Background: an optimization exercise with open tools, aiming at small area and few clock cycles. Do not read the settings as production practice.
The RTL was checked by simulation tests, not by an equivalence proof against the original design.
Power is estimated from default activity; no workload was simulated.

north:
Design block_mean_ascii_quantizer, start of the top module:
module block_mean_ascii_quantizer #(
  parameter int MAX_WIDTH  = bmaq_pkg::MAX_WIDTH_DEF,
  parameter int BLOCK_ROWS = bmaq_pkg::BLOCK_ROWS_DEF,
  parameter int BLOCK_COLS = bmaq_pkg::BLOCK_COLS_DEF
) (
  input  wire logic                            clk_i,
  input  wire logic                            rst_ni,
  input  wire logic                            cfg_we_i,
  input  wire logic [bmaq_pkg::CFG_IDX_W-1:0]  cfg_index_i,
  input  wire logic [bmaq_pkg::CFG_DATA_W-1:0] cfg_data_i,
  input  wire logic                            s_axis_tvalid_i,
  output logic                                 s_axis_tready_o,
  input  wire logic [7:0]                      s_axis_tdata_i,    
  output logic                                 m_axis_tvalid_o,
  input  wire logic                            m_axis_tready_i,
  output logic      [7:0]                      m_axis_tdata_o,    
  output logic                                 m_axis_tlast_o,
  output logic      [0:0]                      m_axis_tuser_o     
);
  localparam int NWin  = 8;
  localparam int WinW  = $clog2(NWin);
  localparam int ColW  = $clog2(MAX_WIDTH);
  localparam int LenW  = $clog2(MAX_WIDTH - 3 * NWin);
  localparam int SubW  = (BLOCK_COLS > 1) ? $clog2(BLOCK_COLS) : 1;
  localparam int RibW  = (BLOCK_ROWS > 1) ? $clog2(BLOCK_ROWS) : 1;
  localparam int RowSW = $clog2(BLOCK_COLS * 255 + 1);
  localparam int AccW  = $clog2(BLOCK_ROWS * BLOCK_COLS * 255 + 1);
  localparam int NibW  = 4;
  localparam int StoW  = NibW * BLOCK_COLS;
  localparam int ThrW  = $clog2(228 * BLOCK_ROWS * BLOCK_COLS + 1);
  localparam int CmpW  = (ThrW > AccW) ? ThrW : AccW;
  logic [ColW-1:0]     wl_q;
  logic [HEIGHT_W-1:0] hl_q;
  logic [WIDTH_W-1:0]  cfg_w;
  logic [HEIGHT_W-1:0] cfg_h;
  assign cfg_w = cfg_data_i[WIDTH_W-1:0];
  assign cfg_h = cfg_data_i[HEIGHT_W-1:0];
  always_ff @(posedge clk_i or negedge rst_ni) begin
    if (!rst_ni) begin
  ...
Settings: LEC_CHECK=0, ABC_AREA=1, CAP_MARGIN=20, CORE_MARGIN=2, CORE_UTILIZATION=45, SLEW_MARGIN=20; clock period 9.0 ns.
run.sh (not shown) runs the stock make flow with config.mk's settings and CLKGATE_MAP_FILE= SYNTH_SCRIPT=/design/flow/synth_recipe.tcl, a recipe that flattens the netlist after the stock synthesis.
Testbench counts of north, summed over its fixed seeds: cycles 192,960.
Edits applied to the flow inputs when going from north to south:
# north
export LEC_CHECK = 0
export ABC_AREA = 1
export CAP_MARGIN = 20
export CORE_MARGIN = 2
export CORE_UTILIZATION = 45
export SLEW_MARGIN = 20
create_clock -name core_clock -period 9.0 [get_ports {clk_i}]
# south
export LEC_CHECK = 0
export ABC_AREA = 1
export CAP_MARGIN = 20
export CORE_MARGIN = 2
export CORE_UTILIZATION = 45
export CTS_BUF_LIST = sky130_fd_sc_hd__clkbuf_8
export CTS_CLUSTER_SIZE = 30
export SLEW_MARGIN = 20
create_clock -name core_clock -period 9.0 [get_ports {clk_i}]
==> run notes <==
- Compare south and north | endpoint arrival time on the critical path higher: south
- Relative to north, post-route minimum period has decreased by 18 ps in south.
- Compared with north, south shows worst-case hold slack lower by 11 ps.
Changes in east relative to south:
# south
export LEC_CHECK = 0
export ABC_AREA = 1
export CAP_MARGIN = 20
export CORE_MARGIN = 2
export CORE_UTILIZATION = 45
export CTS_BUF_LIST = sky130_fd_sc_hd__clkbuf_8
export CTS_CLUSTER_SIZE = 30
export SLEW_MARGIN = 20
create_clock -name core_clock -period 9.0 [get_ports {clk_i}]
# east
export LEC_CHECK = 0
export ABC_AREA = 1
export CAP_MARGIN = 20
export CORE_MARGIN = 2
export CORE_UTILIZATION = 60
export CTS_CLUSTER_DIAMETER = 120
export CTS_CLUSTER_SIZE = 24
export SLEW_MARGIN = 20
create_clock -name core_clock -period 9.0 [get_ports {clk_i}]
Notes after the runs:
east ended with more effective utilization at floorplan than south.
east against south: global-route usage moved up, final setup skew moved down, total power moved down, overall via count from detail_route moved down, setup slack after layout moved up.
Run comparison: south master of the slowest instance on the critical path xor2_1; east master of the slowest instance on the critical path clkinv_1
diff inputs: east => west
# east
export LEC_CHECK = 0
export ABC_AREA = 1
export CAP_MARGIN = 20
export CORE_MARGIN = 2
export CORE_UTILIZATION = 60
export CTS_CLUSTER_DIAMETER = 120
export CTS_CLUSTER_SIZE = 24
export SLEW_MARGIN = 20
create_clock -name core_clock -period 9.0 [get_ports {clk_i}]
# west
export LEC_CHECK = 0
export ABC_AREA = 1
export CAP_MARGIN = 20
export CORE_MARGIN = 2
export CORE_UTILIZATION = 60
export CTS_CLUSTER_DIAMETER = 100
export CTS_CLUSTER_SIZE = 28
export SLEW_MARGIN = 20
create_clock -name core_clock -period 9.0 [get_ports {clk_i}]
## What came out
On number of nets produced by synthesis, west and east are neck and neck. Going from east to west, setup slack now smaller; share of cells above drive strength 1 decreased 0.16 points; wire length of the first global-routing pass went down by 1.4 mm; overall power of the completed layout now sits lower; layout-stage area growth over the synthesis result now sits lower. west ran to completion and came out clean on the timing, design-rule and antenna checks. From east to west the numbers moved as follows: full die area shows no meaningful change, combinational cell fraction of total power shows an increase of 0.2 points, total non-filler cell area in the finished layout shows a reduction of 0.36%, routed wire length shows a reduction of 0.62%. west against east; clock buffer count in the final layout is down by more than 10%.

[separate check: timing with driven ports]
The flow's constraints put no driver on any port. The routed layouts listed below were extracted and timed again, unchanged, in two steps. Step 1 (the two cells are an assumption about what drives the block):
set clk [get_ports {clk_i}]
set_driving_cell -lib_cell sky130_fd_sc_hd__clkbuf_16 $clk
set_driving_cell -lib_cell sky130_fd_sc_hd__buf_2 [delete_from_list [all_inputs] $clk]
Step 2 moves the port delays by t, midway between the first and last clock arrival at a register: inputs arrive t later, outputs are due t later. That takes back most of the time a late clock gives input paths. Slacks: ideal ports / drivers / drivers and shift; pairs: ideal ports / drivers.
run | t, ns | slack for setup (ns) | hold WS [ns] | worst slew at a driven data input, ns
north | 0.816 | 1.399 / 1.399 / 1.399 | 0.284 / 0.284 / 0.284 | 0.07
south | 0.967 | 1.417 / 1.417 / 1.417 | 0.273 / 0.273 / 0.273 | 0.07
east | 0.761 | 1.431 / 1.431 / 1.431 | 0.313 / 0.313 / 0.313 | 0.04
west | 0.756 | 1.349 / 1.349 / 1.349 | 0.314 / 0.314 / 0.314 | 0.05
After both steps setup and hold are still met in every run listed.
